What follows belongs to an exercise in optimizing a design on an open flow for small area; a production flow would make more cautious choices. In this exercise RTL edits were held to simulation tests only and were not proved equivalent to the original. Power is estimated from default activity; no workload was simulated.

==> flow/design.v <==
package dev_pkg;
    localparam int byte_w         = 8;       
    localparam int upc_baud_div   = 67;      
    localparam int lc_baud_div    = 134;     
    localparam int rm_baud_div    = 67;      
    localparam int pwr_baud_div   = 67;      
    localparam int baud_cnt_w     = 16;      
    localparam int lfsr7_full     = 7'b1100010;    
    localparam int lfsr7_half     = 7'b1010010;    
    localparam int lfsr7_mask     = 7'b0111001;
    localparam int lfsr8_full     = 8'b11100110;   
    localparam int lfsr8_half     = 8'b10101000;   
    localparam int lfsr8_mask     = 8'b10011101;
    localparam int tx_queue_depth = 4;       
    localparam logic [byte_w-1:0] pwr_header = 8'h5A;    
    localparam int pwr_word_w     = 16;      
    localparam int pwr_word_cnt   = 6;       
    localparam int pwr_data_bytes = 12;      
    localparam int meas_w         = 32;      
    typedef logic [pwr_word_cnt-1:0][pwr_word_w-1:0] pwr_words_t;
endpackage
`timescale 1ns/1ps
module uart_rx #(
    parameter int BAUD_DIV     = dev_pkg::upc_baud_div,
    parameter bit CHECK_EN     = 1'b0,
    parameter bit CHECK_FILTER = 1'b0
) (
    input  logic        clk_sys,
    input  logic        rst_n,
    input  logic        rx,                      
    output logic [dev_pkg::byte_w-1:0] stream_data,        
    output logic        stream_valid,            
    output logic        bit_stb,                 
    output logic        stop_stb,                
    output logic        line_bit                 
);
    localparam int last_bit = CHECK_EN ? dev_pkg::byte_w + 2 : dev_pkg::byte_w + 1;
    localparam int cw = (BAUD_DIV > 127) ? 8 : 7;
    localparam logic [cw-1:0] c_first = (cw == 8) ? cw'(dev_pkg::lfsr8_half) : cw'(dev_pkg::lfsr7_half);
    localparam logic [cw-1:0] c_next  = (cw == 8) ? cw'(dev_pkg::lfsr8_full) : cw'(dev_pkg::lfsr7_full);
    localparam logic [cw-1:0] c_mask  = (cw == 8) ? cw'(dev_pkg::lfsr8_mask) : cw'(dev_pkg::lfsr7_mask);
    logic [2:0]                 rx_ff;       
    logic                       busy;        
    logic [cw-1:0]              cnt;
    logic [3:0]                 bit_idx;
    logic [dev_pkg::byte_w-1:0] shift_reg;   
    logic                       par_acc;     
    logic start_edge, mid_pt, fb;
    assign start_edge = rx_ff[2] & ~rx_ff[1];    
    assign busy       = bit_idx <= 4'(last_bit);
    assign mid_pt     = busy && ((cnt & c_mask) == (cw'(1) & c_mask));
    assign fb         = (cw == 8) ? (cnt[cw-1] ^ cnt[5] ^ cnt[4] ^ cnt[3]) : (cnt[cw-1] ^ cnt[cw-2]);
    assign stream_data  = shift_reg;
    assign stream_valid = bit_idx == 4'(last_bit + 1) && !(CHECK_FILTER && par_acc);
    assign bit_stb      = mid_pt && bit_idx != 4'd0 && bit_idx <= 4'(dev_pkg::byte_w);
    assign stop_stb     = mid_pt && bit_idx == 4'(last_bit);
    assign line_bit     = rx_ff[1];
    always_ff @(posedge clk_sys) begin
        if (!rst_n) rx_ff <= 3'b111;             
        else        rx_ff <= {rx_ff[1:0], rx};
        if (!rst_n) begin
            bit_idx <= 4'd15;
        end else if (!busy) begin
            bit_idx <= start_edge ? 4'd0 : 4'd15;
        end else if (mid_pt) begin
            if (bit_idx == 4'd0 && rx_ff[1]) bit_idx <= 4'd15;      
            else                             bit_idx <= bit_idx + 4'd1;
        end
        if (!busy) begin
            par_acc <= 1'b0;
        end else if (mid_pt && bit_idx != 4'd0 && bit_idx != 4'(last_bit)) begin
            par_acc <= par_acc ^ rx_ff[1];
        end
        if (!busy)       cnt <= c_first;
        else if (mid_pt) cnt <= c_next;
        else             cnt <= {cnt[cw-2:0], fb};
        if (bit_stb) shift_reg <= {rx_ff[1], shift_reg[dev_pkg::byte_w-1:1]};
    end
endmodule
`timescale 1ns/1ps
module uart_tx #(
    parameter int BAUD_DIV = dev_pkg::upc_baud_div,
    parameter bit CHECK_EN = 1'b0
) (
    input  logic                       clk_sys,
    input  logic                       rst_n,
    input  logic                       tx_en,        
    input  logic [dev_pkg::byte_w-1:0] tx_data,
    output logic                       tx            
);
    localparam logic [3:0] last_idx = CHECK_EN ? 4'd9 : 4'd8;
    localparam int cw = (BAUD_DIV > 127) ? 8 : 7;
    localparam logic [cw-1:0] c_load = (cw == 8) ? cw'(dev_pkg::lfsr8_full) : cw'(dev_pkg::lfsr7_full);
    localparam logic [cw-1:0] c_mask = (cw == 8) ? cw'(dev_pkg::lfsr8_mask) : cw'(dev_pkg::lfsr7_mask);
    logic [dev_pkg::byte_w-1:0] q_mem [4];
    logic [1:0]                 rd_ptr;          
    logic [1:0]                 fill;            
    logic                       busy;            
    logic [cw-1:0]              cnt;
    logic [3:0]                 bit_idx;
    logic                       par;             
    logic baud_wrap, last_bit, push, pop, fb, cur_bit;
    logic [1:0] wr_ptr, cur_ptr;
    assign fb        = (cw == 8) ? (cnt[cw-1] ^ cnt[5] ^ cnt[4] ^ cnt[3]) : (cnt[cw-1] ^ cnt[cw-2]);
    assign baud_wrap = (cnt & c_mask) == (cw'(1) & c_mask);
    assign last_bit  = bit_idx == last_idx;
    assign push      = tx_en && !(busy && fill == 2'd3);
    assign pop       = (fill != 2'd0) && (!busy || (baud_wrap && last_bit));
    assign wr_ptr    = rd_ptr + fill;
    assign cur_ptr   = rd_ptr - 2'd1;
    always_comb begin
        if (!bit_idx[3])     cur_bit = q_mem[cur_ptr][bit_idx[2:0]];
        else if (bit_idx[2]) cur_bit = 1'b0;                             
        else if (bit_idx[0] || !CHECK_EN) cur_bit = 1'b1;                
        else                 cur_bit = par;                              
    end
    assign tx = !busy || cur_bit;
    always_ff @(posedge clk_sys) begin
        if (!rst_n) begin
            fill <= '0;
            busy <= 1'b0;
        end else begin
            fill <= fill + 2'(push) - 2'(pop);
            if (pop) busy <= 1'b1;
            else if (baud_wrap && last_bit) busy <= 1'b0;
        end
        if (pop) rd_ptr <= rd_ptr + 2'd1;
        if (!busy || baud_wrap) cnt <= c_load;
        else                    cnt <= {cnt[cw-2:0], fb};
        if (!busy || (baud_wrap && last_bit)) bit_idx <= 4'd15;
        else if (baud_wrap)                   bit_idx <= bit_idx + 4'd1;
        if (bit_idx == 4'd15)                  par <= 1'b0;
        else if (baud_wrap && !bit_idx[3])     par <= par ^ cur_bit;
        if (push) q_mem[wr_ptr] <= tx_data;
    end
endmodule
`timescale 1ns/1ps
module pwr_monitor (
    input  logic                       clk_sys,
    input  logic                       rst_n,
    input  logic [dev_pkg::byte_w-1:0] stream_data,
    input  logic                       stream_valid,
    input  logic                       bit_stb,        
    input  logic                       stop_stb,       
    input  logic                       line_bit,       
    output logic [dev_pkg::meas_w-1:0] pwr_voltage,
    output logic [dev_pkg::meas_w-1:0] pwr_current,
    output logic [dev_pkg::meas_w-1:0] pwr_power,
    output logic                       pwr_valid      
);
    localparam int ww = dev_pkg::pwr_word_w;
    localparam int nb = dev_pkg::pwr_data_bytes * dev_pkg::byte_w;
    logic [3:0]                 pos;
    logic [dev_pkg::byte_w-1:0] sum;             
    logic                       frame_err;       
    logic [nb-1:0]              payload;         
    logic [dev_pkg::pwr_word_cnt*ww-1:0] words;  
    logic                       frame_ok;
    for (genvar k = 0; k < dev_pkg::pwr_word_cnt; k++) begin : g_words
        assign words[k*ww +: ww] = {payload[16*k +: 8], payload[16*k+8 +: 8]};
    end
    assign pwr_valid = pos == 4'd14;
    assign frame_ok = stream_valid && pos == 4'd13 && stream_data == sum && !frame_err;
    always_ff @(posedge clk_sys) begin
        if (bit_stb) payload <= {stream_data[0], payload[nb-1:1]};
        if (stop_stb) frame_err <= ~line_bit | (frame_err && pos != 4'd0);
        if (pos == 4'd0)                       sum <= '0;
        else if (stream_valid && pos != 4'd13) sum <= sum + stream_data;
        if (!rst_n) begin
            pos <= '0;
        end else if (pos >= 4'd14) begin
            pos <= '0;
        end else if (stream_valid) begin
            if (pos == 4'd0) begin
                if (stream_data == dev_pkg::pwr_header) pos <= 4'd1;
            end else if (pos == 4'd13) begin
                pos <= frame_ok ? 4'd14 : 4'd0;
            end else begin
                pos <= pos + 4'd1;
            end
        end
        if (!rst_n) begin
            pwr_voltage <= '0;
            pwr_current <= '0;
            pwr_power   <= '0;
        end else begin
            if (frame_ok) begin
                pwr_voltage <= {words[3*ww +: ww], words[0*ww +: ww]};
                pwr_current <= {words[4*ww +: ww], words[1*ww +: ww]};
                pwr_power   <= {words[5*ww +: ww], words[2*ww +: ww]};
            end
        end
    end
endmodule
`timescale 1ns/1ps
module dev_top (
    input  logic                       clk_60m,
    input  logic                       rst_n,
    input  logic                       upc_cfg_uart_rx,
    output logic                       upc_cfg_uart_tx,
    input  logic [dev_pkg::byte_w-1:0] upconvert_cfg_data,
    input  logic                       upconvert_cfg_data_valid,
    output logic [dev_pkg::byte_w-1:0] upconvert_rd_data,
    output logic                       upconvert_rd_data_valid,
    input  logic                       pc_lcuart_rx,
    output logic                       pc_lcuart_tx,
    input  logic                       pc_lctx_en,
    input  logic [dev_pkg::byte_w-1:0] pc_lctx_data,
    output logic [dev_pkg::byte_w-1:0] pc_lcrx_data,
    output logic                       pc_lcrx_data_valid,
    input  logic                       pc_rmuart_rx,
    output logic                       pc_rmuart_tx,
    input  logic                       pc_rmtx_en,
    input  logic [dev_pkg::byte_w-1:0] pc_rmtx_data,
    output logic [dev_pkg::byte_w-1:0] pc_rmrx_data,
    output logic                       pc_rmrx_data_valid,
    input  logic                       pwr_uart_rx,
    output logic [dev_pkg::meas_w-1:0] pwr_voltage,
    output logic [dev_pkg::meas_w-1:0] pwr_current,
    output logic [dev_pkg::meas_w-1:0] pwr_power,
    output logic                       pwr_valid
);
    logic upc_bit_stb, upc_stop_stb, upc_line;
    logic lc_bit_stb, lc_stop_stb, lc_line;
    logic rm_bit_stb, rm_stop_stb, rm_line;
    logic [dev_pkg::byte_w-1:0] pwr_rx_data;
    logic pwr_rx_valid, pwr_bit_stb, pwr_stop_stb, pwr_line;
    uart_rx #(.BAUD_DIV(dev_pkg::upc_baud_div), .CHECK_EN(1'b0), .CHECK_FILTER(1'b0))
    u1_uart_rx (.clk_sys(clk_60m), .rst_n(rst_n), .rx(upc_cfg_uart_rx),
                .stream_data(upconvert_rd_data), .stream_valid(upconvert_rd_data_valid),
                .bit_stb(upc_bit_stb), .stop_stb(upc_stop_stb), .line_bit(upc_line));
    uart_tx #(.BAUD_DIV(dev_pkg::upc_baud_div), .CHECK_EN(1'b0))
    u1_uart_tx (.clk_sys(clk_60m), .rst_n(rst_n), .tx_en(upconvert_cfg_data_valid),
                .tx_data(upconvert_cfg_data), .tx(upc_cfg_uart_tx));
    uart_rx #(.BAUD_DIV(dev_pkg::lc_baud_div), .CHECK_EN(1'b1), .CHECK_FILTER(1'b1))
    u2_uart_rx (.clk_sys(clk_60m), .rst_n(rst_n), .rx(pc_lcuart_rx),
                .stream_data(pc_lcrx_data), .stream_valid(pc_lcrx_data_valid),
                .bit_stb(lc_bit_stb), .stop_stb(lc_stop_stb), .line_bit(lc_line));
    uart_tx #(.BAUD_DIV(dev_pkg::lc_baud_div), .CHECK_EN(1'b1))
    u2_uart_tx (.clk_sys(clk_60m), .rst_n(rst_n), .tx_en(pc_lctx_en),
                .tx_data(pc_lctx_data), .tx(pc_lcuart_tx));
    uart_rx #(.BAUD_DIV(dev_pkg::rm_baud_div), .CHECK_EN(1'b1), .CHECK_FILTER(1'b1))
    u3_uart_rx (.clk_sys(clk_60m), .rst_n(rst_n), .rx(pc_rmuart_rx),
                .stream_data(pc_rmrx_data), .stream_valid(pc_rmrx_data_valid),
                .bit_stb(rm_bit_stb), .stop_stb(rm_stop_stb), .line_bit(rm_line));
    uart_tx #(.BAUD_DIV(dev_pkg::rm_baud_div), .CHECK_EN(1'b1))
    u3_uart_tx (.clk_sys(clk_60m), .rst_n(rst_n), .tx_en(pc_rmtx_en),
                .tx_data(pc_rmtx_data), .tx(pc_rmuart_tx));
    uart_rx #(.BAUD_DIV(dev_pkg::pwr_baud_div), .CHECK_EN(1'b0), .CHECK_FILTER(1'b0))
    u4_uart_rx (.clk_sys(clk_60m), .rst_n(rst_n), .rx(pwr_uart_rx),
                .stream_data(pwr_rx_data), .stream_valid(pwr_rx_valid),
                .bit_stb(pwr_bit_stb), .stop_stb(pwr_stop_stb), .line_bit(pwr_line));
    pwr_monitor u_pwr_monitor (
        .clk_sys     (clk_60m     ),             
        .rst_n       (rst_n       ),             
        .stream_data (pwr_rx_data ),             
        .stream_valid(pwr_rx_valid),             
        .bit_stb     (pwr_bit_stb ),             
        .stop_stb    (pwr_stop_stb),             
        .line_bit    (pwr_line    ),             
        .pwr_voltage (pwr_voltage ),             
        .pwr_current (pwr_current ),             
        .pwr_power   (pwr_power   ),             
        .pwr_valid   (pwr_valid   )              
    );
endmodule
==> flow/flow/run.sh <==
#!/bin/bash
# The standard layout (standard.sh) with three changes:
#  - synthesis maps the logic with an area-oriented ABC script (flow/area.abc) in place of
#    ORFS's; everything else in synthesis, the registers included, is synth_recipe.tcl as given
#  - ports are buffered with sky130_fd_sc_hd__buf_1 instead of the cell buffer_ports picks
#    by itself (a 10 um2 delay buffer)
#  - the clock tree is built without dummy loads
# make's output goes to standard.log, ORFS's per-step logs to orfs/logs/
set -euo pipefail
W=$(pwd)
cat > "$W/synth_area.tcl" <<EOF
# synth_recipe.tcl with ABC's script replaced by flow/area.abc
proc abc {args} {
  set i [lsearch -exact \$args -script]
  if {\$i >= 0} { set args [lreplace \$args [expr {\$i + 1}] [expr {\$i + 1}] {$W/flow/area.abc}] }
  yosys abc {*}\$args
}
source {$W/synth_recipe.tcl}
EOF
sed "s|SYNTH_SCRIPT=[^ ]*|SYNTH_SCRIPT=$W/synth_area.tcl|" standard.sh > standard_area.sh
grep -q "SYNTH_SCRIPT=$W/synth_area.tcl" standard_area.sh
export BUFFER_PORTS_ARGS="-buffer_cell sky130_fd_sc_hd__buf_1"
export CTS_ARGS="-sink_clustering_enable -repair_clock_nets -dont_use_dummy_load -buf_list sky130_fd_sc_hd__clkbuf_8 -sink_clustering_size 16 -sink_clustering_max_diameter 60"
bash standard_area.sh > standard.log 2>&1
==> flow/flow/area.abc <==
strash
balance
rewrite
refactor
balance
rewrite
rewrite -z
balance
refactor -z
rewrite -z
balance
dch -f
amap
topo
dnsize -c
==> flow/standard.sh <==
#!/bin/bash
# synth_recipe.tcl (not shown) runs the flow's synth.tcl, then flattens the netlist and writes it again
# the make line also repeats each setting of config.mk as NAME=value (left out here)
make -C /OpenROAD-flow-scripts/flow DESIGN_CONFIG=/design/flow/config.mk WORK_HOME=/design/flow/orfs CLKGATE_MAP_FILE= SYNTH_SCRIPT=/design/flow/synth_recipe.tcl "${@:-finish}"
==> flow/config.mk <==
export PLATFORM = sky130hd
export DESIGN_NAME = dev_top
export DESIGN_NICKNAME = dev_top
export VERILOG_FILES = /design/flow/design.v
export SDC_FILE = /design/flow/constraint.sdc
export NUM_CORES = 4
export LEC_CHECK = 0
export ABC_AREA = 1
export CAP_MARGIN = 20
export CORE_MARGIN = 2
export CORE_UTILIZATION = 40
export CTS_BUF_LIST = sky130_fd_sc_hd__clkbuf_8
export CTS_CLUSTER_DIAMETER = 60
export CTS_CLUSTER_SIZE = 16
export SLEW_MARGIN = 20
==> flow/constraint.sdc <==
create_clock -name core_clock -period 10.0 [get_ports {clk_60m}]
set_input_delay 2.0000 -clock core_clock [delete_from_list [all_inputs] [get_ports {clk_60m}]]
set_output_delay 2.0000 -clock core_clock [all_outputs]
set_load 0.01 [all_outputs]
==> notes.md, run 1 <==
- Total routed wirelength: 30700 µm
- Die X: 203 µm
- Drt first pass iters: 4
- Hold WC Path Type: flop to flop
- Max-cap violations: 0
- Post-synth top cells: 231 x edfxtp_1, 212 x dfxtp_1, 128 x nor2_1
- WP buf/inv: 3
- Register area: about 11000 µm²
- CTS resizes: 0
- F_max: between 0.15 and 0.2 GHz
- Slowest CP cell: edfxtp_1
- CTS tree: done
- Initial Util: slightly above 40%
- Critical path startpoint category: flop
- Crit-path leading delay family: simple AND/OR/NAND/NOR gates
- Hold buffer count at cts: 0
- Internal: between 2 and 3 mW
- Crit path max fanout: 14
- Worst R2R Start: u4_uart_rx.shift_reg[1]
- Synth warnings: 7
- Clock insertion delay at the later pin of the skew report: 0.57 ns
- WL/cell: between 15 and 20 µm
- Postcts setup bufs: 0
- CTS H-tree lvls: 2
- Placed Cells: 1842
- Fill cells: 3533
- Final period utilization: about 54%
- Clock sinks: 443
- Finished Core Util: 45.4%
- Syn_area_per_cell: between 10 and 15 µm²
- Critical path origin: u1_uart_tx.rd_ptr[0]
- CP peak stage delay: 0.64 ns
- CP Capture Type: primary output
- Footprint of the multi-input gates: around 4200 µm²
- DR iter-0 viols: 540
- Setup TNS: 0 ns
- Clk network pwr share: between 20% and 30%
- Share of cells above drive strength 1: under 10%
- Slew headroom: around a quarter
- Max reg flops: between 90 and 100
- CP Capture Point: upc_cfg_uart_tx
- Worst EP arrival: about 3.4 ns
- PnR worst setup slack: approximately 4.6 ns
- Die Height: just over 200 µm
- Crit Path Class: flop to primary output
- Seq/Total Area, Yosys: 70.8%
- Dpl ws: 5.19 ns
- Port Buffers: roughly 160
- Sw frac: 27.3%
- Post-layout min period: between 5 and 6 ns
- Max-slew violations: 0
- Sequential Power Share: 61.1%
- Layout Nets: approximately 1400
- HPWL Detailed: between 15000 and 20000 µm
- Top reg by flops: u_pwr_monitor.payload
- #FFs+latches synth: 443
- Die area: just over 40000 µm²
- Initial antenna violation count: 0
- GPL Wtd Cong: 0.821
- Reg2reg end: u_pwr_monitor.pwr_current[21]
- Total clock buffers created by CTS: 38
- Actual slew at the worst max-slew pin: around 1.1 ns
- Endpoints failing hold: 0
- Most common cell in the netlist: edfxtp_1
- Synthesized area: ~16000 µm²
- CP Cell Sequence: clkinv_1, nor2_1, nor2_1, clkinv_1, o21ai_0, a21oi_1, nor3_1, nor3_1, a311oi_1, or3_1, buf_1
- Number of core rows: between 70 and 80
- Final setup vio count: 0
- Power share of the combinational group: between 15 and 20%
- First-pass GRT wire length: between 40000 and 50000 µm
- Vias per Instance: between 5 and 6
- Reg clk slew, reported paths: about 0.10 ns
- NetSw: about 1000 µW
- Syn Inst Count: between 1000 and 1500
- WHS: 0.376 ns
- Async SR Flop Fraction: 0%
- GRT Overall Usage: about 15%
- I/O pins: 160
- Worst R2R Setup Slack: just over 6 ns
- Via count: between 9000 and 10000
- VDD IR-drop max: about 0.15 mV
- ANT nets after route: 0
- Unrepaired setup endpoints after global routing: no
- Core ar.: 38800 µm²
- CP Data Required Time: ~8 ns
- Post-synth top area cell: edfxtp_1
- Root Buffer: clkbuf_8
- Top_reg_cell synth: edfxtp_1
- Status: complete, no violations
- Number of global-route vias before repair: between 9000 and 10000
- Buffer depth of the longest clock path: 3
- Finished Layout Cells: 1881
- Largest net degree at the start of global routing: approximately 100
- Pleak: 5.62 nW
- Total stage count of the critical path: 11
- DRC: 0
- Unique masters post-synth: 43
- Number of flops mapped to enable cells by yosys: ~230
- Synthesized net count: 1234
- Skew final: around 0.052 ns
- Ranking of synthesized cells by area: edfxtp_1 44%, dfxtp_1 27%, o221a_1 7.3%
- Overflow after GRT: 0
- Depth of the most critical reg-to-reg path: 8
- Layout Area Growth over Synthesis: 11.6%
- Top cell type's share of synthesized area: roughly 44%
- Power Density: between 200 and 250 nW/µm²
==> cell usage in the layout, fill, tap and decap left out, types with 2 or more instances in the layout <==
cell / netlist / layout
a2111oi_0: 12 / 12
a211oi_1: 10 / 9
a21o_1: 2 / 2
a21oi_1: 34 / 34
a221o_1: 2 / 2
a221oi_1: 8 / 8
a311oi_1: 3 / 3
a31oi_1: 11 / 11
a41oi_1: 2 / 2
and3_1: 9 / 8
buf_1: 0 / 158
buf_4: 0 / 3
clkbuf_8: 0 / 38
clkinv_1: 106 / 105
dfxtp_1: 212 / 212
edfxtp_1: 231 / 231
ha_1: 39 / 39
nand2_1: 43 / 43
nand2b_1: 2 / 2
nand3_1: 11 / 10
nor2_1: 128 / 128
nor2b_1: 15 / 15
nor3_1: 25 / 25
nor4_1: 6 / 6
o21a_1: 3 / 3
o21ai_0: 38 / 38
o221a_1: 103 / 103
o221ai_1: 19 / 19
o22a_1: 2 / 2
o22ai_1: 35 / 35
o31ai_1: 3 / 3
or2_0: 25 / 25
or3_1: 9 / 9
==> how the worst min path moves through the flow <==
stage / end / slack, ns / cells past startpoint / startpoint
final: u4_uart_rx.rx_ff[1] / 0.38 / 1 / u4_uart_rx.rx_ff[0]
after global routing: u2_uart_rx.cnt[1] / 0.40 / 2 / u2_uart_rx.cnt[0]
after CTS: u4_uart_rx.rx_ff[1] / 0.38 / 1 / u4_uart_rx.rx_ff[0]
after detailed placement: u2_uart_tx.cnt[2] / 0.40 / 1 / u2_uart_tx.cnt[1]
after global placement: u2_uart_rx.cnt[7] / 0.39 / 1 / u2_uart_rx.cnt[6]
after floorplan: u2_uart_rx.cnt[7] / 0.38 / 1 / u2_uart_rx.cnt[6]
==> metrics by stage <==
step | power [mW] | cell area [µm²]
floorplan | 2.65 | 15800
global placement | 2.81 | 17100
detailed placement | 2.83 | 17100
CTS | 3.71 | 17600
global route | 3.87 | 17600
finish | 3.65 | 17600
==> worst reg2reg max path, stage by stage, from the launching register on <==
cell      delay (ns)
edfxtp_1        0.47
ha_1            0.36
or4_1           0.48
nor4_1          0.36
nand3_4         0.09
buf_4           0.45
inv_2           0.34
buf_4           0.77
o221a_1         0.41
==> metal layers <==
layer  global-route usage, %  share of wire [%]  vias to the layer above
li1                        -                  -                     4838
met1                    21.2                 50                     4767
met2                    22.9                 44                      212
met3                    2.87                4.7                       38
met4                    4.04                1.7                        0
met5                       0                  0                        -
==> area by class of cell <==
cell class,count,share of cell area (%)
multi-input combinational,612,24.0
inverter,106,2.26
tap,518,3.68
sequential,443,63.5
antenna,1,0.0142
timing repair buffer,163,3.60
clock buffer,38,2.97
==> power groups by stage <==
stage / registers [mW] / logic, mW / clock network (mW)
after floorplan: 2.23 / 0.418 / 0
after global placement: 2.27 / 0.542 / 0
after detailed placement: 2.27 / 0.556 / 0
after CTS: 2.23 / 0.556 / 0.924
after global routing: 2.25 / 0.639 / 0.988
final: 2.23 / 0.550 / 0.871
==> kinds of logic after synthesis <==
kind of cell | share of synthesized area, %
buf+inv | 2.52
compound gates | 15.4
fa+ha+maj | 3.22
simple gates | 8.03
flops | 70.8
==> run 2, diff against run 1 <==
--- a/flow/design.v
+++ b/flow/design.v
@@ -97,4 +97,5 @@
     logic [1:0]                 fill;            
     logic                       busy;            
+    localparam logic [3:0] idle_idx = 4'd11;
     logic [cw-1:0]              cnt;
     logic [3:0]                 bit_idx;
@@ -109,4 +110,5 @@
     assign wr_ptr    = rd_ptr + fill;
     assign cur_ptr   = rd_ptr - 2'd1;
+    assign busy      = bit_idx != idle_idx;
     always_comb begin
         if (!bit_idx[3])     cur_bit = q_mem[cur_ptr][bit_idx[2:0]];
@@ -115,19 +117,14 @@
         else                 cur_bit = par;                              
     end
-    assign tx = !busy || cur_bit;
+    assign tx = cur_bit;                         
     always_ff @(posedge clk_sys) begin
-        if (!rst_n) begin
-            fill <= '0;
-            busy <= 1'b0;
-        end else begin
-            fill <= fill + 2'(push) - 2'(pop);
-            if (pop) busy <= 1'b1;
-            else if (baud_wrap && last_bit) busy <= 1'b0;
-        end
+        if (!rst_n) fill <= '0;
+        else        fill <= fill + 2'(push) - 2'(pop);
         if (pop) rd_ptr <= rd_ptr + 2'd1;
         if (!busy || baud_wrap) cnt <= c_load;
         else                    cnt <= {cnt[cw-2:0], fb};
-        if (!busy || (baud_wrap && last_bit)) bit_idx <= 4'd15;
-        else if (baud_wrap)                   bit_idx <= bit_idx + 4'd1;
+        if (!rst_n)                                bit_idx <= idle_idx;
+        else if (!busy || (baud_wrap && last_bit)) bit_idx <= pop ? 4'd15 : idle_idx;
+        else if (baud_wrap)                        bit_idx <= bit_idx + 4'd1;
         if (bit_idx == 4'd15)                  par <= 1'b0;
         else if (baud_wrap && !bit_idx[3])     par <= par ^ cur_bit;
--- a/flow/flow/run.sh
+++ b/flow/flow/run.sh
@@ -21,4 +21,4 @@
 grep -q "SYNTH_SCRIPT=$W/synth_area.tcl" standard_area.sh
 export BUFFER_PORTS_ARGS="-buffer_cell sky130_fd_sc_hd__buf_1"
-export CTS_ARGS="-sink_clustering_enable -repair_clock_nets -dont_use_dummy_load -buf_list sky130_fd_sc_hd__clkbuf_8 -sink_clustering_size 16 -sink_clustering_max_diameter 60"
+export CTS_ARGS="-sink_clustering_enable -repair_clock_nets -dont_use_dummy_load -buf_list sky130_fd_sc_hd__clkbuf_8 -sink_clustering_size 20 -sink_clustering_max_diameter 80"
 bash standard_area.sh > standard.log 2>&1
--- a/flow/config.mk
+++ b/flow/config.mk
@@ -10,6 +10,3 @@
 export CORE_MARGIN = 2
 export CORE_UTILIZATION = 40
-export CTS_BUF_LIST = sky130_fd_sc_hd__clkbuf_8
-export CTS_CLUSTER_DIAMETER = 60
-export CTS_CLUSTER_SIZE = 16
 export SLEW_MARGIN = 20
==> run 2 against run 1 <==
Still clean. Clock skew is 0.045 ns higher. Via count is 0.30% higher. Die area is 0.17% lower. Cell count is 0.48% lower. First-iteration DRC count is 34% higher. Largest power group unchanged.
==> notes.md, run 2 <==
- N_diodes: 0
- Die X: ~200 µm
- Total routed wirelength: between 30000 and 40000 µm
- Pleak: between 5 and 6 nW
- CP Data Required Time: around 8 ns
- Syn_area_per_cell: between 10 and 15 µm²
- First-pass GRT wire length: roughly 51000 µm
- Post-layout min period: between 5 and 6 ns
- Largest net degree at the start of global routing: 99
- CP Capture Type: primary output
- NetSw: 1.08 mW
- Top cell type's share of synthesized area: around 44%
- Total clock buffers created by CTS: 28
- Share of cells above drive strength 1: roughly 2.9%
- Async SR Flop Fraction: 0%
- Slew headroom: a little over a quarter
- Clk network pwr share: between 20 and 25%
- #FFs+latches synth: between 400 and 500
- Reg clk slew, reported paths: 0.12 ns
- Syn Inst Count: ~1200
- Core ar.: 38700 µm²
- Root Buffer: clkbuf_8
- Top reg by flops: u_pwr_monitor.payload
- Postcts setup bufs: 0
- Unique masters post-synth: between 40 and 50
- Sequential Power Share: 60.5%
- CTS resizes: 0
- HPWL Detailed: approximately 20000 µm
- Crit Path Class: flop to primary output
- Actual slew at the worst max-slew pin: around 1.1 ns
- Finished Core Util: a little under half
- Drt first pass iters: 5
- Most common cell in the netlist: edfxtp_1
- Synth warnings: 7
- GPL Wtd Cong: between 0.8 and 0.9
- Area of placed instances: around 17000 µm²
- Number of global-route vias before repair: between 9000 and 10000
- Number of core rows: 72
- Top_reg_cell synth: edfxtp_1
- Commonest non-fill, non-tap cell in the layout: edfxtp_1
- Initial Util: about two fifths
- Endpoints failing hold: 0
- Final Instance Area: about 17000 µm²
- Synthesized area: roughly 16000 µm²
- Synthesized net count: ~1200
- Post-synth top cells: 231 x edfxtp_1, 209 x dfxtp_1, 128 x nor2_1
- Overflow after GRT: 0
- Clock sinks: between 400 and 500
- ANT nets after route: 0
- Critical path startpoint category: flop
- Final setup vio count: 0
- CTS tree: done
- Via count: 9885
- Status: complete, no violations
- Internal: about 2.6 mW
- WHS: between 0.3 and 0.4 ns
- VDD IR-drop max: about 0.15 mV
- Die area: just over 40000 µm²
- F_max: 0.190 GHz
- Buffer depth of the longest clock path: 3
- Commonest non-fill, non-tap cells in the layout: 231 x edfxtp_1, 209 x dfxtp_1, 158 x buf_1
- Unrepaired setup endpoints after global routing: no
- Die Height: around 200 µm
- Worst EP arrival: 3.26 ns
- Initial antenna violation count: 0
- Clock insertion delay at the later pin of the skew report: about 0.65 ns
- Power Density: around 210 nW/µm²
- DR iter-0 viols: 724
- Setup TNS: 0 ns
- Power share of the combinational group: approximately a fifth
- DRC: 0
- Post-synth top area cell: edfxtp_1
- I/O pins: 160
- Layout Nets: approximately 1400
- Max-slew violations: 0
- Number of flops mapped to enable cells by yosys: 231
- Ranking of synthesized cells by area: edfxtp_1 44%, dfxtp_1 27%, o221a_1 7.2%
- Skew final: around 0.097 ns
- Sw frac: 29.2%
- Hold buffer count at cts: 0
- Hold WC Path Type: flop to flop
- Port Buffers: roughly 160
- Max reg flops: 96
- GRT Overall Usage: 15.0%
- Crit path max fanout: 12
- WL/cell: roughly 17 µm
- Fill cells: between 3000 and 4000
- Seq/Total Area, Yosys: around 71%
- Final period utilization: between 50% and 60%
- CTS H-tree lvls: 1
- Layout Area Growth over Synthesis: 10.9%
- Max-cap violations: 0
- Vias per Instance: roughly 5.3
## run 2: cell count changes after synthesis, moves of 4 or more
cell,change
a2111oi_0,-4
a211oi_1,+7
a21oi_1,-5
a221oi_1,-5
a22oi_1,+5
clkinv_1,-5
nand2_1,+7
nor3_1,-9
o221ai_1,+7
or2_0,+10
or3_1,-7
## run 2: final timing paths
check / from / to / slack [ns] / cells past startpoint
hold / removal: u3_uart_rx.rx_ff[0] / u3_uart_rx.rx_ff[1] / 0.38 / 1
hold reg to reg: u3_uart_rx.rx_ff[0] / u3_uart_rx.rx_ff[1] / 0.38 / 1
setup / recovery: u1_uart_tx.rd_ptr[0] / upc_cfg_uart_tx / 4.74 / 8
setup reg to reg: u4_uart_rx.shift_reg[3] / u_pwr_monitor.pwr_current[22] / 6.85 / 8
## run 2: final cells by class
type / count / area [µm²] / area share (%)
multi-input cells: 619 / 4290 / 24.5
repair buffers: 166 / 657 / 3.76
flip-flops and latches: 440 / 11100 / 63.6
well taps: 518 / 648 / 3.71
clock buffers: 28 / 385 / 2.20
inverters: 101 / 379 / 2.17
## run 2: power by group through the flow
stage               combinational (mW)  clock, mW  sequential (mW)
floorplan                        0.534          0             2.23
global placement                 0.679          0             2.28
detailed placement               0.700          0             2.28
CTS                              0.704      0.811             2.24
global route                     0.808      0.871             2.26
finish                           0.696      0.764             2.24
## run 2: routing by layer
| metal | vias up | global-route usage (%) | share of wire [%] |
|---|---|---|---|
| li1 | 4798 | - | - |
| met1 | 4805 | 22.3 | 50 |
| met2 | 239 | 22.6 | 43 |
| met3 | 43 | 2.74 | 5.2 |
| met4 | 0 | 3.78 | 2.2 |
| met5 | - | 0 | 0 |
## run 2: through the flow
stage | power, mW | worst slack (ns) | std cells
5_1_grt | 3.94 | 4.37 | 1872
3_5_place_dp | 2.98 | 5.43 | 1844
2_1_floorplan | 2.77 | 0.536 | 1160
3_3_place_gp | 2.96 | 5.64 | 1844
4_1_cts | 3.75 | 4.74 | 1872
6_report | 3.70 | 4.74 | 1872
## run 2: worst max-delay path, stage by stage, from the launching register on
cell and delay [ns]:
edfxtp_1 0.58, clkinv_1 0.35, nor2_1 0.53, nor2_1 0.21, o22ai_1 0.22, nor2_1 0.06
o311ai_0 0.35, a32o_1 0.20, buf_1 0.15
## run 2: cell families after synthesis
kind of cell	Yosys count	share of synthesized area, %
fa+ha+maj	41	3.30
buf+inv	101	2.41
flops	440	70.6
compound gates	298	15.6
simple gates	280	8.13
==> run 3, diff against run 2 <==
--- a/flow/config.mk
+++ b/flow/config.mk
@@ -9,4 +9,4 @@
 export CAP_MARGIN = 20
 export CORE_MARGIN = 2
-export CORE_UTILIZATION = 40
+export CORE_UTILIZATION = 65
 export SLEW_MARGIN = 20
==> run 3 against run 2 <==
Still clean on timing, DRC and antenna. Non-clock buffer count is 1 lower. Worst setup slack lost 0.0043 ns. Synthesized area unchanged. Worst hold slack better by 0.014 ns. First-iteration DRC count is 3.0% higher. Sequential power barely moved. Cell area down 1.7%.
==> notes.md, run 3 <==
- #FFs+latches synth: 440
- Synthesized area: between 15000 and 20000 µm²
- Total clock buffers created by CTS: 25
- Initial antenna violation count: 0
- Crit Path Class: flop to primary output
- Top_reg_cell synth: edfxtp_1
- Syn Inst Count: 1160
- Top reg by flops: u_pwr_monitor.payload
- Ranking of synthesized cells by area: edfxtp_1 44%, dfxtp_1 27%, o221a_1 7.2%
- Critical path startpoint category: flop
- Core ar.: 23600 µm²
- GPL Wtd Cong: 0.889
- Syn_area_per_cell: 13.6 µm²
- Slew headroom: a little over a quarter
- Port Buffers: between 150 and 200
- Die X: between 150 and 200 µm
- Die area: 25500 µm²
- Total routed wirelength: between 20000 and 30000 µm
- Commonest non-fill, non-tap cell in the layout: edfxtp_1
- First-pass GRT wire length: roughly 46000 µm
- Largest net degree at the start of global routing: 101
- I/O pins: 160
- CP Capture Type: primary output
- Actual slew at the worst max-slew pin: approximately 1.1 ns
- Seq/Total Area, Yosys: 70.6%
- Overall power: 3.64 mW
- Reg clk slew, reported paths: 0.12 ns
- Final setup vio count: 0
- Via count: 9785
- N_diodes: 0
- Setup TNS: 0 ns
- HPWL Detailed: between 15000 and 20000 µm
- Number of core rows: 56
- Footprint of the multi-input gates: roughly 4300 µm²
- Layout Nets: 1426
- DRC: 0
- Top cell type's share of synthesized area: between 40% and 50%
- Register area: roughly 11000 µm²
- Unrepaired setup endpoints after global routing: no
- Skew final: between 0.03 and 0.04 ns
- Root Buffer: clkbuf_8
- CTS H-tree lvls: 1
- WL/cell: 16.8 µm
- Worst EP arrival: 3.26 ns
- Initial Util: about two thirds
- Max reg flops: between 90 and 100
- Crit path max fanout: 12
- F_max: 0.190 GHz
- Vias per Instance: 5.86
- Buffer depth of the longest clock path: 3
- CTS resizes: 0
- Share of cells above drive strength 1: about 2.7%
- Pleak: about 5.5 nW
- Die Height: around 160 µm
- Depth of the most critical reg-to-reg path: 9
- Post-synth top cells: 231 x edfxtp_1, 209 x dfxtp_1, 128 x nor2_1
- WHS: 0.393 ns
- GRT Overall Usage: between 20% and 30%
- CTS tree: done
- Commonest non-fill, non-tap cells in the layout: 231 x edfxtp_1, 209 x dfxtp_1, 158 x buf_1
- Most common cell in the netlist: edfxtp_1
- Worst R2R Setup Slack: roughly 6.8 ns
- Endpoints failing hold: 0
- Overflow after GRT: 0
- Synth warnings: 7
- Hold path cells: 1
- Number of global-route vias before repair: between 9000 and 10000
- Synthesized net count: 1234
- Clock insertion delay at the later pin of the skew report: about 0.59 ns
- Async SR Flop Fraction: 0%
- Fill cells: about 1600
- DR iter-0 viols: between 700 and 800
- Hold buffer count at cts: 0
- Power Density: approximately 210 nW/µm²
- Post-synth top area cell: edfxtp_1
- Drt first pass iters: 5
- Clock sinks: 440
- Max-cap violations: 0
- Number of flops mapped to enable cells by yosys: about 230
- ANT nets after route: 0
- Layout Area Growth over Synthesis: 9.04%
- Final period utilization: 52.6%
- Postcts setup bufs: 0
- Max-slew violations: 0
- Status: complete, no violations
- Post-layout min period: roughly 5.3 ns
- CP Data Required Time: approximately 8.0 ns
- Hold WC Path Type: flop to flop
- Unique masters post-synth: 42
- VDD IR-drop max: 0.173 mV
[run 3: changes by cell type in the layout (fill, tap and decap cells not counted), sizes merged]
cell,previous run,this run
buf,165,164
clkbuf,29,26
[run 3: cell type report]
type	instances	share of cell area, %
repair buffers	165	3.78
clock buffers	25	2.00
flip-flops and latches	440	64.7
inverters	101	2.21
multi-input cells	619	25.0
well taps	319	2.32
[run 3: logic make-up (layout without fill, tap and decap cells)]
kind of cell    after synthesis  count (layout)  synth area share [%]
buf+inv                     101             291                  2.41
compound gates              298             298                  15.6
fa+ha+maj                    41              41                  3.30
simple gates                280             280                  8.13
flops                       440             440                  70.6
[run 3: per-layer routing]
metal / track usage, % / vias up / wire length [µm]
li1: - / 4798 / -
met1: 32.7 / 4685 / 13400
met2: 33.0 / 251 / 12600
met3: 2.91 / 51 / 1260
met4: 6.57 / 0 / 816
met5: 0 / - / 0
[run 3: worst paths after layout]
| check | endpoint | from |
|---|---|---|
| worst max register to register | u_pwr_monitor.payload[3] | u4_uart_rx.bit_idx[1] |
| worst max-delay path | upc_cfg_uart_tx | u1_uart_tx.rd_ptr[0] |
| worst min register to register | u3_uart_rx.rx_ff[1] | u3_uart_rx.rx_ff[0] |
| worst min-delay path | u3_uart_rx.rx_ff[1] | u3_uart_rx.rx_ff[0] |
[run 3: worst max-delay path: stages, from the launching register on]
cell and delay [ns]:
edfxtp_1 0.60, clkinv_1 0.36, nor2_1 0.53, nor2_1 0.21
clkinv_1 0.16, nor2_1 0.07, nor3_1 0.20, o311ai_0 0.18
a32o_1 0.25, buf_1 0.13
[run 3: report_power, final]
part / switching (mW) / internal (mW)
combinational: 0.448 / 0.245
clock: 0.484 / 0.226
sequential: 0.117 / 2.12
[run 3: per-stage QoR]
step | std cells | utilization [%] | cell area (µm²) | setup WS (ns)
6_report | 1669 | 72.8 | 17200 | 4.74
5_1_grt | 1669 | 72.8 | 17200 | 4.46
4_1_cts | 1669 | 72.7 | 17200 | 4.73
3_5_place_dp | 1644 | 71.3 | 16800 | 5.37
3_3_place_gp | 1644 | 71.3 | 16800 | 5.62
2_1_floorplan | 1160 | - | 15800 | 0.536
==> run 4, diff against run 3 <==
==> flow/flow/run.sh (replaced) <==
#!/bin/bash
# The standard layout (standard.sh) with these changes:
#  - synthesis is synth_recipe.tcl as given, except that yosys's extract_fa step is skipped
#    (adders are left to ABC instead of fixed half/full adder cells) and ABC maps the logic
#    with an area-oriented script (flow/area.abc) in place of ORFS's; the registers are the
#    standard synthesis's, ABC only maps the logic between them
#  - ports are buffered with sky130_fd_sc_hd__buf_1 instead of the cell buffer_ports picks
#    by itself (a 10 um2 delay buffer)
#  - the clock tree uses clkbuf_8 clusters of up to 18 registers and no dummy loads
# make's output goes to standard.log, ORFS's per-step logs to orfs/logs/
set -euo pipefail
W=$(pwd)
cat > "$W/synth_area.tcl" <<EOF
# synth_recipe.tcl with ABC's script replaced by flow/area.abc and extract_fa skipped
proc abc {args} {
  set i [lsearch -exact \$args -script]
  if {\$i >= 0} { set args [lreplace \$args [expr {\$i + 1}] [expr {\$i + 1}] {$W/flow/area.abc}] }
  yosys abc {*}\$args
}
proc extract_fa {args} { }
source {$W/synth_recipe.tcl}
EOF
sed "s|SYNTH_SCRIPT=[^ ]*|SYNTH_SCRIPT=$W/synth_area.tcl|" standard.sh > standard_area.sh
grep -q "SYNTH_SCRIPT=$W/synth_area.tcl" standard_area.sh
export BUFFER_PORTS_ARGS="-buffer_cell sky130_fd_sc_hd__buf_1"
export CTS_ARGS="-sink_clustering_enable -repair_clock_nets -dont_use_dummy_load -buf_list sky130_fd_sc_hd__clkbuf_8 -sink_clustering_size 18 -sink_clustering_max_diameter 70"
bash standard_area.sh > standard.log 2>&1
--- a/flow/flow/area.abc
+++ b/flow/flow/area.abc
@@ -11,5 +11,5 @@
 balance
 dch -f
-amap
+amap -F 3 -A 8
 topo
 dnsize -c
==> run 4 against run 3 <==
Sequential share of layout area is 1.4 points higher. Combinational power is 24% lower. Clock power is 5.2% higher. Power is 5.8% lower. Fmax hardly changed. Clock skew is 0.0045 ns higher. Critical path depth is 1 higher. Largest cell class unchanged. Critical path type unchanged. Worst setup slack better by 0.0012 ns. Clock-buffer cell count is 3 higher. Sequential power is 4% lower. Cell area is 2.1% lower.
==> notes.md, run 4 <==
- Status: complete, no violations
- Die area: between 20000 and 25000 µm²
- Worst R2R Setup Slack: around 6.6 ns
- Unique masters post-synth: 32
- Largest net degree at the start of global routing: roughly 100
- CTS H-tree lvls: 1
- Via count: 9812
- CP Data Required Time: roughly 8.0 ns
- Depth of the most critical reg-to-reg path: 4
- Clk network pwr share: 21.8%
- Syn Inst Count: ~1200
- Hold WC Path Type: flop to flop
- Slew headroom: between 20% and 30%
- Reg clk slew, reported paths: 0.11 ns
- DR iter-0 viols: just over 800
- HPWL Detailed: between 15000 and 20000 µm
- ANT nets after route: 0
- Initial antenna violation count: 0
- Post-synth top area cell: edfxtp_1
- Drt first pass iters: 5
- Synthesized area: around 15000 µm²
- Number of flops mapped to enable cells by yosys: ~230
- VDD IR-drop max: between 0.15 and 0.2 mV
- Sequential Power Share: a little over three fifths
- Critical path origin: u1_uart_tx.rd_ptr[0]
- Top cell type's share of synthesized area: about 45%
- Number of global-route vias before repair: about 8800
- CTS resizes: 0
- Vias per Instance: between 5 and 6
- Number of core rows: between 50 and 60
- #FFs+latches synth: 440
- NetSw: slightly above 900 µW
- Unrepaired setup endpoints after global routing: no
- Synthesized net count: about 1200
- Hold endpoint: u3_uart_rx.rx_ff[1]
- Max-cap violations: 0
- Most common cell in the netlist: edfxtp_1
- Pleak: between 5 and 6 nW
- Port Buffers: ~160
- Share of cells above drive strength 1: under 10%
- Worst R2R Start: u4_uart_rx.cnt[5]
- Crit Path Class: flop to primary output
- DRC: 0
- I/O pins: between 150 and 200
- Top_reg_cell synth: edfxtp_1
- GPL Wtd Cong: between 0.8 and 0.9
- Critical path startpoint category: flop
- Seq/Total Area, Yosys: around 72%
- Total routed wirelength: roughly 28000 µm
- CP Capture Type: primary output
- Max reg flops: 96
- Top reg by flops: u_pwr_monitor.payload
- Synth warnings: 7
- Crit path max fanout: 12
- Max-slew violations: 0
- Setup TNS: 0 ns
- GRT Overall Usage: between 20% and 30%
- Initial Util: 65.9%
- First-pass GRT wire length: between 40000 and 50000 µm
- Power Density: a little over 200 nW/µm²
- Overflow after GRT: 0
- Async SR Flop Fraction: 0%
- Layout Nets: about 1400
- Endpoints failing hold: 0
- Clock insertion delay at the later pin of the skew report: roughly 0.58 ns
- Actual slew at the worst max-slew pin: roughly 1.1 ns
- F_max: about 0.19 GHz
- Final period utilization: a little over half
- Total clock buffers created by CTS: 28
- Commonest non-fill, non-tap cells in the layout: 231 x edfxtp_1, 209 x dfxtp_1, 158 x buf_1
- Die X: 158 µm
- Hold buffer count at cts: 0
- Root Buffer: clkbuf_8
- Commonest non-fill, non-tap cell in the layout: edfxtp_1
- Die Height: between 150 and 200 µm
- Ranking of synthesized cells by area: edfxtp_1 45%, dfxtp_1 27%, o221a_1 7.5%
- Post-synth top cells: 231 x edfxtp_1, 209 x dfxtp_1, 122 x nor2_1
- Sw frac: 27.3%
- Layout Area Growth over Synthesis: 9.37%
- Postcts setup bufs: 0
- WHS: ~0.42 ns
- Buffer depth of the longest clock path: 3
- Internal: 2.49 mW
- N_diodes: 0
- WL/cell: 16.8 µm
- Power share of the combinational group: 15.3%
- Core ar.: 23300 µm²
- Skew final: ~0.040 ns
- Hold path cells: 1
- Clock sinks: 440
- Reg2reg end: u_pwr_monitor.payload[37]
- Final setup vio count: 0
- Syn_area_per_cell: 13.3 µm²
- Worst EP arrival: 3.26 ns
- Hold Crit Start: u3_uart_rx.rx_ff[0]
- CTS tree: done
- Post-layout min period: 5.26 ns
==> run 4: metal layers <==
layer	vias to the layer above	track usage [%]	wire (µm)
met4	0	5.93	595
met3	40	2.98	1610
met1	4673	33.8	13400
met2	275	33.3	12500
li1	4824	-	-
met5	-	0	0
==> run 4: cells by family after synthesis <==
| family | after synthesis | share of synthesized area, % |
|---|---|---|
| DFF | 440 | 72.3 |
| and+or+nand+nor | 259 | 7.70 |
| buffers and inverters | 120 | 2.93 |
| AOI/OAI and AO/OA | 341 | 17.1 |
==> run 4: power by group through the flow <==
stage	logic [mW]	clock network (mW)	registers, mW
6_report	0.524	0.747	2.16
5_1_grt	0.599	0.837	2.17
4_1_cts	0.525	0.770	2.16
3_5_place_dp	0.522	0	2.20
3_3_place_gp	0.507	0	2.20
2_1_floorplan	0.402	0	2.17
==> run 4: stage by stage <==
stage | instance area [µm²] | setup WS, ns | util (%) | cells | power, mW
final | 16800 | 4.74 | 72.1 | 1670 | 3.43
after detailed placement | 16400 | 5.44 | 70.4 | 1642 | 2.72
after CTS | 16800 | 4.77 | 72.1 | 1670 | 3.45
after floorplan | 15400 | 0.651 | - | 1160 | 2.57
after global routing | 16800 | 4.41 | 72.1 | 1670 | 3.61
after global placement | 16400 | 5.55 | 70.4 | 1642 | 2.70
==> run 4: worst max-delay path by stage <==
stage                              endpoint  slack [ns]  cells after the start
6_report                    upc_cfg_uart_tx        4.74                     10
3_3_place_gp                upc_cfg_uart_tx        5.55                     10
3_5_place_dp                upc_cfg_uart_tx        5.44                     10
2_1_floorplan  u_pwr_monitor.pwr_current[0]        0.65                      6
4_1_cts                     upc_cfg_uart_tx        4.77                     10
5_1_grt                     upc_cfg_uart_tx        4.41                     10
==> run 4: layout make-up <==
cell class / count / area, µm²
clock buffers: 28 / 385
fillers: 1603 / 6510
inverters: 120 / 450
multi-input cells: 600 / 3840
flip-flops and latches: 440 / 11100
well taps: 319 / 399
repair buffers: 163 / 631
==> run 4: worst max-delay path, cell delays in order, from the launching register on <==
cell,delay [ns]
edfxtp_1,0.59
clkinv_1,0.38
nor2_1,0.50
nor2_1,0.17
clkinv_1,0.15
o21ai_0,0.10
a221oi_1,0.23
a311oi_1,0.08
nor4_1,0.27
a21oi_1,0.08
buf_1,0.14
==> run 5, diff against run 4 <==
--- a/flow/design.v
+++ b/flow/design.v
@@ -157,5 +157,8 @@
         assign words[k*ww +: ww] = {payload[16*k +: 8], payload[16*k+8 +: 8]};
     end
+    logic out_ld, out_hold;
     assign pwr_valid = pos == 4'd14;
+    assign out_ld    = rst_n & frame_ok;
+    assign out_hold  = rst_n & ~frame_ok;
     assign frame_ok = stream_valid && pos == 4'd13 && stream_data == sum && !frame_err;
     always_ff @(posedge clk_sys) begin
@@ -177,15 +180,7 @@
             end
         end
-        if (!rst_n) begin
-            pwr_voltage <= '0;
-            pwr_current <= '0;
-            pwr_power   <= '0;
-        end else begin
-            if (frame_ok) begin
-                pwr_voltage <= {words[3*ww +: ww], words[0*ww +: ww]};
-                pwr_current <= {words[4*ww +: ww], words[1*ww +: ww]};
-                pwr_power   <= {words[5*ww +: ww], words[2*ww +: ww]};
-            end
-        end
+        pwr_voltage <= ({32{out_ld}} & {words[3*ww +: ww], words[0*ww +: ww]}) | ({32{out_hold}} & pwr_voltage);
+        pwr_current <= ({32{out_ld}} & {words[4*ww +: ww], words[1*ww +: ww]}) | ({32{out_hold}} & pwr_current);
+        pwr_power   <= ({32{out_ld}} & {words[5*ww +: ww], words[2*ww +: ww]}) | ({32{out_hold}} & pwr_power);
     end
 endmodule
==> flow/flow/area.abc (replaced) <==
strash
balance
rewrite
refactor
balance
rewrite
rewrite -z
balance
refactor -z
rewrite -z
balance
dch -f
&get -n
&nf -R 1000 -p -F 8 -A 4 -C 32
&put
topo
dnsize -c
--- a/flow/config.mk
+++ b/flow/config.mk
@@ -9,4 +9,4 @@
 export CAP_MARGIN = 20
 export CORE_MARGIN = 2
-export CORE_UTILIZATION = 65
+export CORE_UTILIZATION = 80
 export SLEW_MARGIN = 20
==> run 5 against run 4 <==
Largest power group unchanged. Still clean. Die area fell by 19%. Core utilization increased by 17 points. First-iteration DRC count shrank 17%.
==> notes.md, run 5 <==
- Port Buffers: 159
- Final Instance Area: 16600 µm²
- Area of placed instances: about 16000 µm²
- ANT nets after route: 0
- CP Capture Type: primary output
- Root Buffer: clkbuf_8
- Finished Layout Cells: between 1500 and 2000
- Layout Nets: 1316
- GPL Wtd Cong: between 0.8 and 0.9
- WP buf/inv: 1
- Die X: ~140 µm
- CP Data Required Time: roughly 8.0 ns
- Clk network pwr share: a little under a quarter
- Synthesized net count: 1118
- Max-slew violations: 0
- Number of flops mapped to enable cells by yosys: between 200 and 250
- HPWL Detailed: between 15000 and 20000 µm
- Slowest CP cell: edfxtp_1
- Die Height: about 140 µm
- Total routed wirelength: 29100 µm
- Placed Cells: between 1000 and 1500
- Internal: between 2 and 2.5 mW
- VDD IR-drop max: between 0.15 and 0.2 mV
- Syn Inst Count: 1085
- Post-layout min period: 5.26 ns
- Pleak: between 5 and 6 nW
- DRC: 0
- Worst EP arrival: 3.26 ns
- Hold buffer count at cts: 0
- Crit-path leading delay family: compound AO/OA/AOI/OAI gates
- Slew headroom: approximately 27%
- Share of cells above drive strength 1: around 3.8%
- Hold WC Path Type: flop to flop
- WHS: roughly 0.4 ns
- Synthesized area: 15300 µm²
- Via count: around 10000
- Most common cell in the netlist: edfxtp_1
- Top_reg_cell synth: edfxtp_1
- Power share of the combinational group: 10.9%
- Async SR Flop Fraction: 0%
- Drt first pass iters: 5
- Unique masters post-synth: between 50 and 60
- Largest net degree at the start of global routing: 97
- Buffer depth of the longest clock path: 3
- Postcts setup bufs: 0
- CTS H-tree lvls: 1
- Skew final: between 0.04 and 0.05 ns
- Top cell type's share of synthesized area: between 40 and 50%
- Number of core rows: 50
- Overflow after GRT: 0
- Setup TNS: 0 ns
- Top reg by flops: u_pwr_monitor.payload
- Commonest non-fill, non-tap cells in the layout: 231 x edfxtp_1, 209 x dfxtp_1, 158 x buf_1
- Unrepaired setup endpoints after global routing: no
- #FFs+latches synth: 440
- N_diodes: 0
- Max reg flops: 96
- Final setup vio count: 0
- Total clock buffers created by CTS: 28
- Number of global-route vias before repair: a little over 9000
- Actual slew at the worst max-slew pin: between 1 and 1.5 ns
- Power Density: 190 nW/µm²
- Overall power: ~3.2 mW
- Sw frac: 24.3%
- Post-synth top cells: 231 x edfxtp_1, 209 x dfxtp_1, 97 x a22o_1
- F_max: 0.190 GHz
- WL/cell: around 19 µm
- GRT Overall Usage: 28.8%
- Reg clk slew, reported paths: roughly 0.11 ns
- Initial Util: around four fifths
- Max-cap violations: 0
- Die area: ~20000 µm²
- Synth warnings: 7
- Clock sinks: between 400 and 500
- Crit path max fanout: 14
- First-pass GRT wire length: between 40000 and 50000 µm
- Final period utilization: around 53%
- Sequential Power Share: around 66%
- Initial antenna violation count: 0
- CTS tree: done
- CP peak stage delay: between 0.6 and 0.7 ns
- Commonest non-fill, non-tap cell in the layout: edfxtp_1
- Status: complete, no violations
- Ranking of synthesized cells by area: edfxtp_1 45%, dfxtp_1 27%, a22o_1 5.6%
- Endpoints failing hold: 0
- CP Cell Sequence: or2_0, and2_0, a2111oi_0, o21ai_0, a311o_1, nand2_1, buf_1
- Seq/Total Area, Yosys: about 73%
- Critical path startpoint category: flop
- Vias per Instance: ~6.4
- Post-synth top area cell: edfxtp_1
- Crit Path Class: flop to primary output
- I/O pins: 160
- Syn_area_per_cell: between 10 and 15 µm²
- Layout Area Growth over Synthesis: 9.03%
- Core ar.: roughly 19000 µm²
- CTS resizes: 0
- NetSw: 771 µW
- Clock insertion delay at the later pin of the skew report: 0.57 ns
- DR iter-0 viols: between 600 and 700
-- run 5: changes by cell type after synthesis, moves of 19 or more --
cell	previous run	this run
o221a_1	102	0
nor2_1	122	50
xnor2_1	0	26
and2_0	0	19
clkinv_1	120	25
o22ai_1	56	7
a22o_1	0	97
nand2_1	43	70
nand2b_1	0	39
-- run 5: power groups by stage --
stage,sequential (mW),clock [mW],combinational [mW]
floorplan,2.10,0,0.253
global placement,2.12,0,0.316
detailed placement,2.13,0,0.341
CTS,2.09,0.743,0.344
global route,2.10,0.802,0.383
finish,2.09,0.733,0.347
-- run 5: final cells by class --
type,count,area [µm²]
repair buffers,168,666
clock buffers,28,385
multi-input cells,620,4090
fillers,805,2060
flip-flops and latches,440,11100
inverters,25,93.8
well taps,234,293
-- run 5: path summary, 6_finish.rpt --
path	startpoint	end	slack, ns	cells after the start
setup / recovery	u3_uart_tx.rd_ptr[0]	pc_rmuart_tx	4.74	7
hold reg to reg	u3_uart_rx.rx_ff[0]	u3_uart_rx.rx_ff[1]	0.40	1
hold / removal	u3_uart_rx.rx_ff[0]	u3_uart_rx.rx_ff[1]	0.40	1
setup reg to reg	u4_uart_rx.bit_idx[1]	u_pwr_monitor.payload[42]	6.50	5
-- run 5: kinds of logic after synthesis --
kind of cell    after synthesis  share of synthesized area, %
mux                          18                          1.51
xor+xnor                     41                          2.35
flops                       440                          72.8
compound gates              273                          12.7
simple gates                288                          10.0
buf+inv                      25                         0.615
-- run 5: layer usage --
| layer | vias up | share of wire (%) | track usage (%) | routed length, µm |
|---|---|---|---|---|
| li1 | 4505 | - | - | - |
| met1 | 4715 | 41 | 40.3 | 11900 |
| met2 | 455 | 49 | 48.3 | 14200 |
| met3 | 73 | 7.5 | 4.44 | 2170 |
| met4 | 0 | 2.9 | 7.84 | 833 |
| met5 | - | 0 | 0 | 0 |
-- run 5: per-stage QoR --
stage,setup slack [ns],utilization (%)
after global placement,5.59,86.8
after global routing,4.48,89.0
after CTS,4.75,88.9
after detailed placement,5.41,86.9
final,4.74,89.0
after floorplan,0.432,-
==> run 6, diff against run 5 <==
--- a/flow/flow/run.sh
+++ b/flow/flow/run.sh
@@ -3,6 +3,7 @@
 #  - synthesis is synth_recipe.tcl as given, except that yosys's extract_fa step is skipped
 #    (adders are left to ABC instead of fixed half/full adder cells) and ABC maps the logic
-#    with an area-oriented script (flow/area.abc) in place of ORFS's; the registers are the
-#    standard synthesis's, ABC only maps the logic between them
+#    with an area-oriented script (flow/area.abc: a time-limited &deepsyn restructuring, then
+#    area-recovering &nf mapping) in place of ORFS's; the registers are the standard
+#    synthesis's, ABC only maps the logic between them
 #  - ports are buffered with sky130_fd_sc_hd__buf_1 instead of the cell buffer_ports picks
 #    by itself (a 10 um2 delay buffer)
==> flow/flow/area.abc (replaced) <==
strash
&get -n
&deepsyn -T 60
&put
dch -f
&get -n
&nf -R 1000 -p -F 8 -A 4 -C 32
&put
topo
dnsize -c
--- a/flow/config.mk
+++ b/flow/config.mk
@@ -7,6 +7,6 @@
 export LEC_CHECK = 0
 export ABC_AREA = 1
-export CAP_MARGIN = 20
+export CAP_MARGIN = 5
 export CORE_MARGIN = 2
 export CORE_UTILIZATION = 80
-export SLEW_MARGIN = 20
+export SLEW_MARGIN = 5
==> run 6 against run 5 <==
Critical path type unchanged. Die area down 0.99%. Clock-buffer cell count unchanged. Critical path depth down 1. Critical endpoint is now upc_cfg_uart_tx. Clock skew down 0.0048 ns. Power down 10%. Worst setup slack better by 0.32 ns. Flip-flop and latch count unchanged. Cell count down 1.3%. Sequential share of layout area up 0.63 points. Still clean on timing, DRC and antenna. Sequential power down 6%. Non-clock buffer count up 1. Worst hold slack better by 0.013 ns.
==> notes.md, run 6 <==
- Status: complete, no violations
- Total routed wirelength: between 30000 and 40000 µm
- Worst R2R Start: u4_uart_rx.shift_reg[0]
- Pleak: between 5 and 6 nW
- Top_reg_cell synth: edfxtp_1
- Reg clk slew, reported paths: 0.10 ns
- Root Buffer: clkbuf_8
- CTS resizes: 0
- Final period utilization: roughly half
- Hold endpoint: u1_uart_rx.rx_ff[1]
- CP Capture Type: primary output
- WL/cell: 20.2 µm
- Most common cell in the netlist: edfxtp_1
- Total clock buffers created by CTS: 28
- Layout Area Growth over Synthesis: 9.12%
- Core ar.: 18600 µm²
- Die area: 20000 µm²
- Syn Inst Count: about 1100
- Endpoints failing hold: 0
- Vias per Instance: around 6.5
- Share of cells above drive strength 1: between 3 and 4%
- Setup TNS: 0 ns
- Max-cap violations: 0
- Unique masters post-synth: 57
- Number of global-route vias before repair: roughly 9000
- Hold buffer count at cts: 0
- CTS tree: done
- Slowest CP cell: dfxtp_1
- Drt first pass iters: 7
- Worst R2R Setup Slack: roughly 6.6 ns
- Crit Path Class: flop to primary output
- Crit-path leading delay family: compound AO/OA/AOI/OAI gates
- Initial antenna violation count: 0
- DR iter-0 viols: ~900
- Skew final: 0.0395 ns
- Top reg by flops: u_pwr_monitor.payload
- Crit path max fanout: 18
- Overall power: 2.85 mW
- Synth warnings: 7
- Worst EP arrival: ~2.9 ns
- Seq/Total Area, Yosys: 73.6%
- CP Data Required Time: roughly 8.0 ns
- Postcts setup bufs: 0
- Hold WC Path Type: flop to flop
- DRC: 0
- Commonest non-fill, non-tap cell in the layout: edfxtp_1
- Die X: roughly 140 µm
- F_max: roughly 0.20 GHz
- #FFs+latches synth: 440
- Reg2reg end: u_pwr_monitor.sum[6]
- Ranking of synthesized cells by area: edfxtp_1 46%, dfxtp_1 28%, a22o_1 5.8%
- Max reg flops: 96
- Depth of the most critical reg-to-reg path: 13
- Initial Util: between 80 and 90%
- Number of core rows: 50
- Layout Nets: ~1300
- Async SR Flop Fraction: 0%
- Max-slew violations: 0
- CTS H-tree lvls: 1
- GRT Overall Usage: slightly below 30%
- Overflow after GRT: 0
- Port Buffers: around 160
- Top cell type's share of synthesized area: between 40% and 50%
- CP Cell Sequence: nand2b_1, o21ai_0, o22ai_1, a2111oi_0, o21ai_0, buf_1
- Slew headroom: between 20 and 30%
- HPWL Detailed: between 15000 and 20000 µm
- Actual slew at the worst max-slew pin: 1.06 ns
- I/O pins: 160
- N_diodes: 0
- Final setup vio count: 0
- Hold Crit Start: u1_uart_rx.rx_ff[0]
- Largest net degree at the start of global routing: 98
- Hold path cells: 1
- Via count: around 9700
- Syn_area_per_cell: 14.2 µm²
- Synthesized net count: about 1100
- Buffer depth of the longest clock path: 3
- GPL Wtd Cong: 0.843
- ANT nets after route: 0
- Post-layout min period: approximately 4.9 ns
- Power Density: approximately 170 nW/µm²
- Number of flops mapped to enable cells by yosys: between 200 and 250
- Post-synth top cells: 231 x edfxtp_1, 209 x dfxtp_1, 100 x a22o_1
- Critical path's most frequent cell: o21ai_0
- Synthesized area: 15100 µm²
- First-pass GRT wire length: around 48000 µm
- VDD IR-drop max: around 0.17 mV
- Critical path startpoint category: flop
- Clock insertion delay at the later pin of the skew report: just under 0.6 ns
- CP peak stage delay: between 0.7 and 0.8 ns
- Unrepaired setup endpoints after global routing: no
- Clock sinks: 440
- Post-synth top area cell: edfxtp_1
- Commonest non-fill, non-tap cells in the layout: 231 x edfxtp_1, 209 x dfxtp_1, 158 x buf_1
- WP buf/inv: 1
- Die Height: between 100 and 150 µm
## run 6: worst max-delay path by stage
stage                                        end  cells after the start  slack [ns]                   from
floorplan           u_pwr_monitor.pwr_current[0]                      7        1.35                  rst_n
global placement    u_pwr_monitor.pwr_current[7]                     10        4.55                  rst_n
detailed placement  u_pwr_monitor.pwr_current[0]                     10        4.48                  rst_n
CTS                              upc_cfg_uart_tx                      6        5.07  u1_uart_tx.bit_idx[0]
global route                     upc_cfg_uart_tx                      6        4.74  u1_uart_tx.bit_idx[0]
finish                           upc_cfg_uart_tx                      6        5.06  u1_uart_tx.bit_idx[0]
## run 6: power breakdown
part | total (mW) | switching (mW) | internal [mW]
Combinational | 0.133 | 0.0863 | 0.0468
Sequential | 1.97 | 0.0302 | 1.94
Clock | 0.741 | 0.489 | 0.252
Total | 2.85 | 0.605 | 2.24
## run 6: kinds of logic after synthesis
| family | Yosys count | synth area share, % |
|---|---|---|
| AND/OR/NAND/NOR | 299 | 10.5 |
| flip-flops | 440 | 73.6 |
| XOR/XNOR | 36 | 2.09 |
| buffers and inverters | 16 | 0.397 |
| multiplexers | 4 | 0.356 |
| AO/OA/AOI/OAI | 266 | 12.9 |
| adder cells (fa/ha/maj) | 3 | 0.199 |
## run 6: per-stage QoR
step	utilization, %	hold WS [ns]	setup WS [ns]	area (µm²)	std cells
6_report	88.5	0.417	5.06	16500	1495
5_1_grt	88.5	0.441	4.74	16500	1495
4_1_cts	88.5	0.421	5.07	16500	1495
3_5_place_dp	86.4	0.392	4.48	16100	1467
3_3_place_gp	86.4	0.389	4.55	16100	1467
2_1_floorplan	-	0.386	1.35	15100	1064
## run 6: cell type report
class / count / area, µm²
multi-input cells: 608 / 3960
repair buffers: 169 / 673
flip-flops and latches: 440 / 11100
inverters: 16 / 60.1
well taps: 234 / 293
clock buffers: 28 / 385
fillers: 844 / 2150
## run 6: worst register-to-register path: stages (launching register included)
cell and delay (ns):
edfxtp_1 0.46, and2_0 0.23, or2_0 0.24, nand2_1 0.08, nand2_1 0.09, maj3_1 0.41, maj3_1 0.41, maj3_1 0.41
o21ai_0 0.27, nand2_1 0.14, xnor2_1 0.15, nor2_1 0.14, a21oi_1 0.09, o21a_1 0.14
## run 6: metal layers
layer  GRT usage (%)  up-vias  part of all wire, %
met5               0        -                    0
met4            8.00        0                  2.2
met3            4.12       51                  7.8
met2            50.6      483                   50
met1            41.4     4756                   40
li1                -     4438                    -

static timing again, ports no longer ideal:
No port has a modelled driver above. Below, the same layouts with a new extraction and two added sets of constraints. Step 1 assumes that a clkbuf_16 drives the clock port and a buf_2 every other input. Step 2, shift: input delay + t, output delay - t, t = (earliest + latest rising clock arrival at the registers) / 2. This alone moves slack from input paths to output paths. Slacks: ideal ports / drivers / drivers and shift; pairs: ideal ports / drivers.
run | shift t [ns] | setup slack, ns | cell pins on the clock port's net
run 1 | 0.592 | 4.591 / 4.541 / 5.133 | 1
run 2 | 0.646 | 4.745 / 4.693 / 5.340 | 1
run 3 | 0.619 | 4.741 / 4.696 / 5.314 | 1
run 4 | 0.609 | 4.742 / 4.700 / 5.309 | 1
run 5 | 0.595 | 4.745 / 4.702 / 5.297 | 1
run 6 | 0.603 | 5.062 / 5.021 / 4.511 | 1
After both steps setup and hold are still met in every run listed. For run 6, which loses most, drivers alone change the setup slack by -0.041 ns; drivers and shift together by -0.551 ns.
